What follows belongs to an exercise in optimizing a design on an open flow for small area, a short achievable clock period and few clock cycles per item; a production flow would make more cautious choices. For this run, only the layout was checked, not whether the RTL still works. No activity file was given, so power comes from the tool's default toggle rates.

==> config.mk <==
export PLATFORM = sky130hd
export DESIGN_NAME = compact_number_encoder
export DESIGN_NICKNAME = compact_number_encoder
export VERILOG_FILES = /design/flow/design.v
export SDC_FILE = /design/flow/constraint.sdc
export NUM_CORES = 4
export LEC_CHECK = 0
export CAP_MARGIN = 20
export CORE_MARGIN = 2
export CORE_UTILIZATION = 40
export SLEW_MARGIN = 20
==> constraint.sdc <==
create_clock -name core_clock -period 9.0 [get_ports {i_clk}]
set_input_delay 1.8000 -clock core_clock [delete_from_list [all_inputs] [get_ports {i_clk}]]
set_output_delay 1.8000 -clock core_clock [all_outputs]
set_load 0.01 [all_outputs]
==> design.v <==
package cne_pkg;
    localparam int NUM_TAGS = 6;
    localparam int MAX_BYTES = 9;
    localparam logic [2:0] REG_TAG_ZERO     = 3'd0;
    localparam logic [2:0] REG_TAG_ONE      = 3'd1;
    localparam logic [2:0] REG_TAG_INTEGER  = 3'd2;
    localparam logic [2:0] REG_TAG_HALF     = 3'd3;
    localparam logic [2:0] REG_TAG_SINGLE   = 3'd4;
    localparam logic [2:0] REG_TAG_DOUBLE   = 3'd5;
    typedef struct packed {
        logic [7:0] zero;
        logic [7:0] one;
        logic [7:0] integ;
        logic [7:0] half;
        logic [7:0] single;
        logic [7:0] dbl;
    } t_tags;
endpackage
module cne_front (
    input  logic                i_clk,
    input  logic                i_func,
    input  logic [31:0]         i_int_value,
    input  logic [63:0]         i_real_bits,
    input  logic                i_is_double,
    input  cne_pkg::t_tags      i_tags,
    output logic                o_last0,
    output logic                o_le2,
    output logic [7:0]          o_byte0,
    output logic [63:0]         o_pay,
    output logic [3:0]          o_rem,
    output logic                o_cy,
    output logic                o_inv
);
    logic [63:0] q_bits;
    logic        q_func, q_dbl, q_last;
    logic        i_lt4;
    assign i_lt4 = i_int_value[31] ? (&i_int_value[31:4] & |i_int_value[3:0])
                                   : ~|i_int_value[31:4];
    always_ff @(posedge i_clk) begin
        q_bits <= {i_real_bits[63:32], i_func ? i_real_bits[31:0] : i_int_value};
        q_func <= i_func;
        q_dbl  <= i_is_double;
        q_last <= i_func ? ((~|i_real_bits[62:0]) | (i_real_bits == 64'h3ff0000000000000))
                         : i_lt4;
    end
    assign o_last0 = q_last;
    logic        ds;
    logic [10:0] de;
    logic [51:0] dm;
    logic [5:0]  de6;
    logic [63:0] dw;
    assign ds = q_bits[63];
    assign de = q_bits[62:52];
    assign dm = q_bits[51:0];
    assign de6 = de[5:0];
    assign dw = {31'd0, 1'b1, dm[51:20]};
    logic [5:0] d_amt, d_amt_i, d_amt_s;
    assign d_amt_i = 6'd30 - de6;
    assign d_amt_s = 6'd9 - de6;
    assign d_amt = (de >= 11'd1022) ? d_amt_i : d_amt_s;
    logic [63:0] hsel, gsel;
    always_comb begin
        for (int k = 0; k < 64; k++) begin
            hsel[k] = dw[(30 - k) & 63];
            gsel[k] = dw[(9 - k) & 63];
        end
    end
    logic hb, gb;
    assign hb = hsel[de6];
    assign gb = gsel[de6];
    logic [32:0] mki, mks;
    always_comb begin
        for (int k = 0; k < 33; k++) begin
            mki[k] = de6[5] ? ((k < 31) || (k == 31 && !de6[0]))
                            : ((k < 30) && (de6 < 6'(30 - k)));
            mks[k] = (de6 == 6'd0) ? (k < 9) : ((k < 10) || (de6 < 6'(73 - k)));
        end
    end
    logic sti, sts;
    assign sti = (|dm[19:0]) | (|(dw[32:0] & mki));
    assign sts = (|dm[19:0]) | (|(dw[32:0] & mks));
    logic d_exact, d_w8, d_zero, d_one, d_int, d_half;
    always_comb begin
        if (&de) d_exact = ~|dm;                                         
        else if (de >= 11'd897 && de <= 11'd1150) d_exact = ~|dm[28:0];   
        else if (de >= 11'd872 && de <= 11'd896) d_exact = ~gb & ~sts;    
        else d_exact = 1'b0;                                             
    end
    assign d_w8 = q_dbl & ~d_exact;
    assign d_zero = ~|q_bits[62:0];
    assign d_one = (q_bits == 64'h3ff0000000000000);
    assign d_int = (de >= 11'd1023) && (de <= 11'd1053) && !hb && !sti
                   && ((de <= 11'd1042) || (q_dbl && |dm[28:0]));
    assign d_half = (de >= 11'd1022) && (de <= 11'd1052) && hb && !sti
                    && ((de <= 11'd1041) || (q_dbl && |dm[28:0]));
    logic d_lt12, d_le2;
    assign d_lt12 = q_bits[31] ? (&q_bits[31:12] & |q_bits[11:0]) : ~|q_bits[31:12];
    assign d_le2 = q_func ? (d_zero | d_one | (d_int && de < 11'd1027) | (d_half && de < 11'd1026))
                          : d_lt12;
    logic [63:0] r_bits;
    logic [5:0]  r_amt;
    logic        r_func, r_zero, r_one, r_int, r_half, r_w8, r_sts, r_le2;
    always_ff @(posedge i_clk) begin
        r_bits <= q_bits;
        r_func <= q_func;
        r_amt  <= d_amt;
        r_zero <= d_zero;
        r_one  <= d_one;
        r_int  <= d_int;
        r_half <= d_half;
        r_w8   <= d_w8;
        r_sts  <= sts;
        r_le2  <= d_le2;
    end
    assign o_le2 = r_le2;
    logic        s;
    logic [10:0] e;
    logic [51:0] m;
    logic [31:0] iv;
    assign s = r_bits[63];
    assign e = r_bits[62:52];
    assign m = r_bits[51:0];
    assign iv = r_bits[31:0];
    logic        neg;
    logic [3:0]  lo4;
    logic        lt4, lt12, lt20, lt28;
    logic [2:0]  n0;
    assign neg = iv[31];
    assign lo4 = (iv[3:0] ^ {4{neg}}) + {3'd0, neg};
    assign lt4  = neg ? (&iv[31:4]  & |iv[3:0])  : ~|iv[31:4];
    assign lt12 = neg ? (&iv[31:12] & |iv[11:0]) : ~|iv[31:12];
    assign lt20 = neg ? (&iv[31:20] & |iv[19:0]) : ~|iv[31:20];
    assign lt28 = neg ? (&iv[31:28] & |iv[27:0]) : ~|iv[31:28];
    assign n0 = lt4 ? 3'd0 : lt12 ? 3'd1 : lt20 ? 3'd2 : lt28 ? 3'd3 : 3'd4;
    logic [32:0] yi;
    logic [23:0] ys;
    assign yi = {1'b1, m[51:20]} >> r_amt;
    assign ys = yi[23:0];
    logic        e_max, nrm, ovf, sub;
    logic [30:0] f_pre;
    logic        rup;
    assign e_max = &e;
    assign nrm = (e >= 11'd897) && (e <= 11'd1150);
    assign ovf = (e >= 11'd1151) && !e_max;
    assign sub = (e >= 11'd872) && (e <= 11'd896);
    always_comb begin
        f_pre = 31'd0;
        rup = 1'b0;
        if (e_max) begin
            f_pre = {8'hff, |m, m[50:29]};
        end else if (nrm) begin
            f_pre = {~e[7], e[6:0], m[51:29]};
            rup = m[28] & ((|m[27:0]) | m[29]);
        end else if (ovf) begin
            f_pre = {8'hff, 23'd0};
        end else if (sub) begin
            f_pre = {8'd0, ys[23:1]};
            rup = ys[0] & (r_sts | ys[1]);
        end
    end
    logic [31:0] mag;
    logic [2:0]  nhi, nhh;
    logic [3:0]  ri, rh;
    assign mag = r_half ? yi[31:0] : yi[32:1];
    assign nhi = (e < 11'd1027) ? 3'd0 : (e < 11'd1035) ? 3'd1 : (e < 11'd1043) ? 3'd2
               : (e < 11'd1051) ? 3'd3 : 3'd4;
    assign nhh = (e < 11'd1026) ? 3'd0 : (e < 11'd1034) ? 3'd1 : (e < 11'd1042) ? 3'd2
               : (e < 11'd1050) ? 3'd3 : 3'd4;
    assign ri = (e < 11'd1027) ? 4'd1 : (e < 11'd1035) ? 4'd2 : (e < 11'd1043) ? 4'd3
              : (e < 11'd1051) ? 4'd4 : 4'd5;
    assign rh = (e < 11'd1026) ? 4'd1 : (e < 11'd1034) ? 4'd2 : (e < 11'd1042) ? 4'd3
              : (e < 11'd1050) ? 4'd4 : 4'd5;
    always_comb begin
        o_pay = r_bits;
        o_cy = 1'b0;
        o_inv = 1'b0;
        if (!r_func) begin
            o_byte0 = {~neg, n0, lo4};
            o_pay[31:0] = {{4{neg}}, iv[31:4]};
            o_rem = {1'b0, n0};
            o_cy = neg & ~|iv[3:0];
            o_inv = neg;
        end else if (r_zero) begin
            o_byte0 = i_tags.zero;
            o_rem = 4'd0;
        end else if (r_one) begin
            o_byte0 = i_tags.one;
            o_rem = 4'd0;
        end else if (r_int || r_half) begin
            o_byte0 = r_half ? i_tags.half : i_tags.integ;
            o_pay[39:0] = {4'd0, mag[31:4], ~s, r_half ? nhh : nhi, mag[3:0]};
            o_rem = r_half ? rh : ri;
        end else if (!r_w8) begin
            o_byte0 = i_tags.single;
            o_pay[31:0] = {s, f_pre};
            o_rem = 4'd4;
            o_cy = rup;
        end else begin
            o_byte0 = i_tags.dbl;
            o_rem = 4'd8;
        end
    end
endmodule
module cne_back (
    input  logic           i_clk,
    input  logic           i_rst_n,
    input  logic           i_ld,
    input  logic [7:0]     i_byte0,
    input  logic [63:0]    i_pay,
    input  logic [3:0]     i_rem,
    input  logic           i_cy,
    input  logic           i_inv,
    output logic           o_near2,
    output logic           o_strobe,
    output logic [7:0]     o_out_byte,
    output logic           o_last_byte
);
    logic [63:0] r_sh;
    logic [3:0]  r_rem;
    logic        r_cy;
    logic        r_inv;
    logic [7:0]  x;
    assign o_near2 = (r_rem <= 4'd2);
    assign x = r_sh[7:0] ^ {8{r_inv}};
    always_ff @(posedge i_clk) begin
        if (!i_rst_n) begin
            r_rem <= 4'd0;
            o_strobe <= 1'b0;
        end else if (i_ld) begin
            r_rem <= i_rem;
            o_strobe <= 1'b1;
        end else begin
            if (r_rem != 4'd0) r_rem <= r_rem - 4'd1;
            o_strobe <= (r_rem != 4'd0);
        end
    end
    always_ff @(posedge i_clk) begin
        if (i_ld) begin
            o_out_byte <= i_byte0;
            o_last_byte <= (i_rem == 4'd0);
            r_sh <= i_pay;
            r_cy <= i_cy;
            r_inv <= i_inv;
        end else begin
            o_out_byte <= x + {7'd0, r_cy};
            o_last_byte <= (r_rem == 4'd1);
            r_sh <= {r_sh[63:56], r_sh[63:8]};
            r_cy <= r_cy & (&x);
        end
    end
endmodule
module compact_number_encoder (
    input  logic                i_clk,
    input  logic                i_rst_n,
    input  logic                start,
    output logic                busy,
    input  logic                i_func,
    input  logic signed [31:0]  i_int_value,
    input  logic [63:0]         i_real_bits,
    input  logic                i_is_double,
    output logic                o_strobe,
    output logic [7:0]          o_out_byte,
    output logic                o_last_byte,
    input  logic                psel,
    input  logic                penable,
    input  logic                pwrite,
    input  logic [4:0]          paddr,
    input  logic [31:0]         pwdata,
    output logic [31:0]         prdata,
    output logic                pready
);
    cne_pkg::t_tags r_tags;
    logic [7:0]     r_rd;
    logic [7:0]     byte0;
    logic [63:0]    pay;
    logic [3:0]     rem;
    logic           cy, inv;
    logic           r_v0, r_v1, last0, le2, near2;
    assign pready = 1'b1;
    always_ff @(posedge i_clk) begin
        if (!i_rst_n) begin
            r_tags <= {8'd0, 8'd1, 8'd2, 8'd3, 8'd4, 8'd5};
        end else if (psel && penable && pwrite) begin
            case (paddr[4:2])
                cne_pkg::REG_TAG_ZERO:    r_tags.zero   <= pwdata[7:0];
                cne_pkg::REG_TAG_ONE:     r_tags.one    <= pwdata[7:0];
                cne_pkg::REG_TAG_INTEGER: r_tags.integ  <= pwdata[7:0];
                cne_pkg::REG_TAG_HALF:    r_tags.half   <= pwdata[7:0];
                cne_pkg::REG_TAG_SINGLE:  r_tags.single <= pwdata[7:0];
                cne_pkg::REG_TAG_DOUBLE:  r_tags.dbl    <= pwdata[7:0];
                default: ;
            endcase
        end
    end
    always_ff @(posedge i_clk) begin
        case (paddr[4:2])
            cne_pkg::REG_TAG_ZERO:    r_rd <= r_tags.zero;
            cne_pkg::REG_TAG_ONE:     r_rd <= r_tags.one;
            cne_pkg::REG_TAG_INTEGER: r_rd <= r_tags.integ;
            cne_pkg::REG_TAG_HALF:    r_rd <= r_tags.half;
            cne_pkg::REG_TAG_SINGLE:  r_rd <= r_tags.single;
            cne_pkg::REG_TAG_DOUBLE:  r_rd <= r_tags.dbl;
            default:                  r_rd <= 8'd0;
        endcase
    end
    assign prdata = {24'd0, r_rd};
    always_ff @(posedge i_clk) begin
        if (!i_rst_n) begin
            r_v0 <= 1'b0;
            r_v1 <= 1'b0;
        end else begin
            r_v0 <= start && !busy;
            r_v1 <= r_v0;
        end
    end
    assign busy = r_v0 ? !last0 : r_v1 ? !le2 : !near2;
    cne_front u_front (
        .i_clk       (i_clk),
        .i_func      (i_func),
        .i_int_value (i_int_value),
        .i_real_bits (i_real_bits),
        .i_is_double (i_is_double),
        .i_tags      (r_tags),
        .o_last0     (last0),
        .o_le2       (le2),
        .o_byte0     (byte0),
        .o_pay       (pay),
        .o_rem       (rem),
        .o_cy        (cy),
        .o_inv       (inv)
    );
    cne_back u_back (
        .i_clk       (i_clk),
        .i_rst_n     (i_rst_n),
        .i_ld        (r_v1),
        .i_byte0     (byte0),
        .i_pay       (pay),
        .i_rem       (rem),
        .i_cy        (cy),
        .i_inv       (inv),
        .o_near2     (near2),
        .o_strobe    (o_strobe),
        .o_out_byte  (o_out_byte),
        .o_last_byte (o_last_byte)
    );
endmodule
==> flow/run.sh <==
#!/bin/bash
# Standard ORFS layout with two changes: the port buffers are buf_2 cells
# instead of the default delay-buffer cells (every port still gets its own
# buffer), and timing repair aims for 6 ns of setup slack.
set -euo pipefail
export BUFFER_PORTS_ARGS="-buffer_cell sky130_fd_sc_hd__buf_2"
bash standard.sh SETUP_SLACK_MARGIN=6 synth > synth.log 2>&1
bash standard.sh SETUP_SLACK_MARGIN=6 finish > finish.log 2>&1
==> standard.sh <==
#!/bin/bash
# synth_recipe.tcl (not shown) runs the flow's synth.tcl, then flattens the netlist and writes it again
# the make line also repeats each setting of config.mk as NAME=value (left out here)
make -C /OpenROAD-flow-scripts/flow DESIGN_CONFIG=/design/flow/config.mk WORK_HOME=/design/flow/orfs CLKGATE_MAP_FILE= SYNTH_SCRIPT=/design/flow/synth_recipe.tcl "${@:-finish}"
==> results.cfg <==
[outcome]
status = finished clean

[die]
core_um2 = 38740
start_util_pct = 40.71
die_w_um = 202.6
num_rows = 72
die_h_um = 202.6
ios = 185
dieArea_um2 = 41030

[clock_tree]
cts.reportedPaths.clkPinSlew_ns = 0.06
root_buffer = clkbuf_16
htreeDepth = 1
cts_max_path_buffers = 3
insertion_delay_ns = 0.59
cts_buffers = 31
cts_tree = yes
cts_sinks = 283

[grt]
grt_use_total_pct = 27.47
grt_pass1_wl_um = 87530
globalRouteOverflowTotal = 0
antenna_found_initial = 0
grt_max_degree = 76
grt_pass1_vias = 14165

[synth]
synth_edf_count = 9
yosysUniqueCellTypes = 85
synth_top_family_by_area = compound AO/OA/AOI/OAI gates
synth_cells = 1761
synth_compound_gate_area_share_pct = 18.88
ys.flop_type = dfxtp_1
synth-xor-area-share_pct = 1.277
synth_simple_gate_area_share_pct = 18.39
synth-seq-cells = 283
syn_area_um2 = 15770
synth_area_per_cell_um2 = 8.954
yosysWarningCount = 3
ys_seq_area_share_pct = 36.50
synth_fa_ha_area_share_pct = 1.428
async_reset_ff_share_pct = 0
muxShareOfSynthArea_pct = 18.11

[timing]
finalHoldViolCount = 0
hold_ws_ns = 0.3570
fin_crit_ns = 3.470
slew_viol_final = 0
timing.final.crit_share_pct = 38.55
slew_headroom_pct = 33.98
setup_tns_ns = 0
max_slew.worst_pin.slew_ns = 0.9858
finalSetupViolCount = 0
grt_setup_unrepaired = yes
fmax_ghz = 0.2882
finalClockSkew_ns = 0.01623

[critical_path]
critical_path_class = flop to output pin
worstSetupEndpointType = output pin
arrival_ns = 1.67
worst_path_largest_cell_delay_ns = 0.34
cp_slowest_cell = dfxtp_2
worst_ep_required_time_ns = 7.20
critPathLaunchType = flop
cp_max_fo = 2
crit_chain = inv_2, ha_4, o21ai_4, o21ai_1, mux2i_1, buf_2

[detailed_routing]
drt-total-wl_um = 58800
routed_via_density = 6.282
first_pass_iters = 7
drt_iter0_drc = 1660
drc = 0
avgRoutedWirePerCell_um = 24.70
ant_nets = 0
top_layer_used = met4
dr_wl_met2_um = 26210
drt-met1-wl_um = 24070
vias = 14957
dr_wl_met3_um = 5715

[final_layout]
layout-drive-gt1-share_pct = 20.99
nets = 1998
syn2layout_area_growth_pct = 14.63
utilization_pct = 46.66
n_antenna_cell = 0

[placement]
place_congestion = 0.9963
dpl.hpwl_um = 40790
port_buffers = 133

[pwr]
peakVddDrop_mv = 0.1769
p_leak_nw = 6.844
powerDensity_nw_per_um2 = 206.5

[min_path]
worstHoldPathType = flop to flop

[job]
max_cap_viol_count = 0
Yosys cell counts, drive strengths merged (7+ instances only):
master | instances | share of area (%)
dfxtp | 274 | 35
nand2 | 141 | 3.4
nor2 | 112 | 2.7
a21oi | 103 | 3.3
mux2i | 103 | 6.5
o21ai | 103 | 3.3
clkbuf | 94 | 2.2
mux2 | 76 | 5.4
nor4 | 56 | 2.2
buf | 54 | 2.2
nor2b | 49 | 1.9
nand3 | 46 | 1.5
mux4 | 43 | 6.1
nor3 | 43 | 1.4
inv | 41 | 0.98
nand4 | 34 | 1.3
a31oi | 31 | 1.2
o22ai | 30 | 1.2
nand2b | 23 | 0.91
a22oi | 20 | 0.95
ha | 18 | 1.4
or3 | 15 | 0.60
and3 | 14 | 0.56
o211ai | 14 | 0.67
xnor2 | 14 | 0.78
a211o | 13 | 0.72
o31ai | 13 | 0.62
a211oi | 12 | 0.60
a221oi | 11 | 0.61
or4 | 11 | 0.52
edfxtp | 9 | 1.7
xor2 | 9 | 0.50
and2 | 8 | 0.32
a21o | 7 | 0.33
a221o | 7 | 0.44
o2111ai | 7 | 0.39
o32ai | 7 | 0.39
kinds of logic (layout without fill, tap and decap cells):
kind of cell               Yosys count  in the layout
and+or+nand+nor                    573            574
AOI/OAI and AO/OA                  451            451
DFF                                283            283
muxes                              222            222
buffers and inverters              189            267
xor gates and xnor gates            23             23
adders and majority gates           18             18
other                                2             25
cell type report:
| type | instances | area [um^2] |
|---|---|---|
| Clock buffer | 43 | 903.4 |
| Timing Repair Buffer | 166 | 1032 |
| Inverter | 41 | 172.7 |
| Sequential cell | 283 | 5777 |
| Clock inverter | 14 | 120.1 |
| Fill cell | 3745 | 20660 |
| Multi-Input combinational cell | 1313 | 9408 |
| Timing Repair inverter | 3 | 15.01 |
| Tap cell | 518 | 648.1 |
sequential cells by signal, indices dropped and copies added, names as in the netlist, 4 cells and up:
name,flops
u_back.r_sh,64
u_front.q_bits,64
u_front.r_bits,64
r_tags,48
r_rd,8
u_back.o_out_byte,8
u_front.r_amt,6
u_back.r_rem,4
what timing repair did:
action	4_1_cts	5_1_grt
hold buffers	0	0
cloned	2	5
setup endpoints to repair	40	41
setup buffers	2	9
pin swaps	3	5
gates resized for setup	28	30
layer usage:
layer,vias up,global-route usage [%]
met5,-,0
met4,0,11.52
met3,184,4.655
met2,873,44.01
met1,7151,36.66
li1,6749,-
per-stage QoR:
stage | setup slack (ns) | instance area [um^2] | cells | total power, W
6_report | 5.530 | 18080 | 2381 | 0.003734
5_1_grt | 5.453 | 18080 | 2381 | 0.003888
4_1_cts | 5.466 | 17810 | 2367 | 0.003707
3_5_place_dp | 4.699 | 16650 | 2306 | 0.002422
3_3_place_gp | 4.841 | 16650 | 2306 | 0.002417
2_1_floorplan | 6.003 | 15920 | 1784 | 0.002136
critical path: cells and delay by family, from the launching register on:
family / cells / cell delay, ns
flops: 1 / 0.34
fa+ha+maj: 1 / 0.15
buf+inv: 2 / 0.21
compound gates: 2 / 0.21
mux: 1 / 0.17
cells in the final DEF (no fill, tap or decap), types with 13 or more instances in the layout:
cell       count
nor4_1        54
ha_1          15
dfxtp_1      261
nor2b_1       49
a211o_1       13
or3_1         13
conb_1        25
mux4_2        43
o21ai_0       88
a22oi_1       20
nand2b_1      23
a21oi_1      102
nand4_1       34
nand2_1      139
nor3_1        39
and3_1        14
buf_2        131
o22ai_1       30
nand3_1       46
mux2i_1      103
mux2_2        73
a31oi_1       31
clkbuf_16     36
xnor2_1       14
o31ai_1       13
inv_1         32
buf_4         25
nor2_1       110
o211ai_1      14
o21ai_1       14
worst paths after layout:
path / start / endpoint / slack (ns) / cells after the start
setup / recovery: u_back.r_rem[0]$_SDFFE_PN0P_ / busy / 5.53 / 6
hold / removal: u_front.q_bits[10]$_DFF_P_ / u_front.r_bits[10]$_DFF_P_ / 0.36 / 0
setup reg to reg: u_front.r_bits[1]$_DFF_P_ / u_back.o_last_byte$_DFF_P_ / 5.74 / 7
hold reg to reg: u_front.q_bits[10]$_DFF_P_ / u_front.r_bits[10]$_DFF_P_ / 0.36 / 0
report_power, final:
group	internal (W)	leakage, nW	total, W	switching [W]
sequential	0.00143	2.37	0.00161	0.000178
combinational	0.000370	3.97	0.000855	0.000485
clock	0.000732	0.506	0.00127	0.000536
total	0.00254	6.84	0.00373	0.00120

[static timing again, ports no longer ideal]
The results above use ideal ports. As a check the final layout listed here was re-extracted and re-timed, cells and wires unchanged. Step 1: set_driving_cell puts a clkbuf_16 on i_clk and a buf_2 on each other input, an assumption about the parent block. Step 2 also shifts input and output timing later by t, the mid clock arrival at the registers, as if the neighbouring blocks saw the same clock. Slacks: ideal / step 1 / step 2; pairs: ideal / step 1.
t, ns: 0.638
slack for setup (ns): 5.530 / 5.472 / 5.401
hold WS [ns]: 0.357 / 0.357 / 0.357
slew at the worst register clock pin (ns): 0.07 / 0.07
After both steps this run still meets setup and hold. For this run, drivers alone change the setup slack by -0.058 ns; drivers and shift together by -0.129 ns.
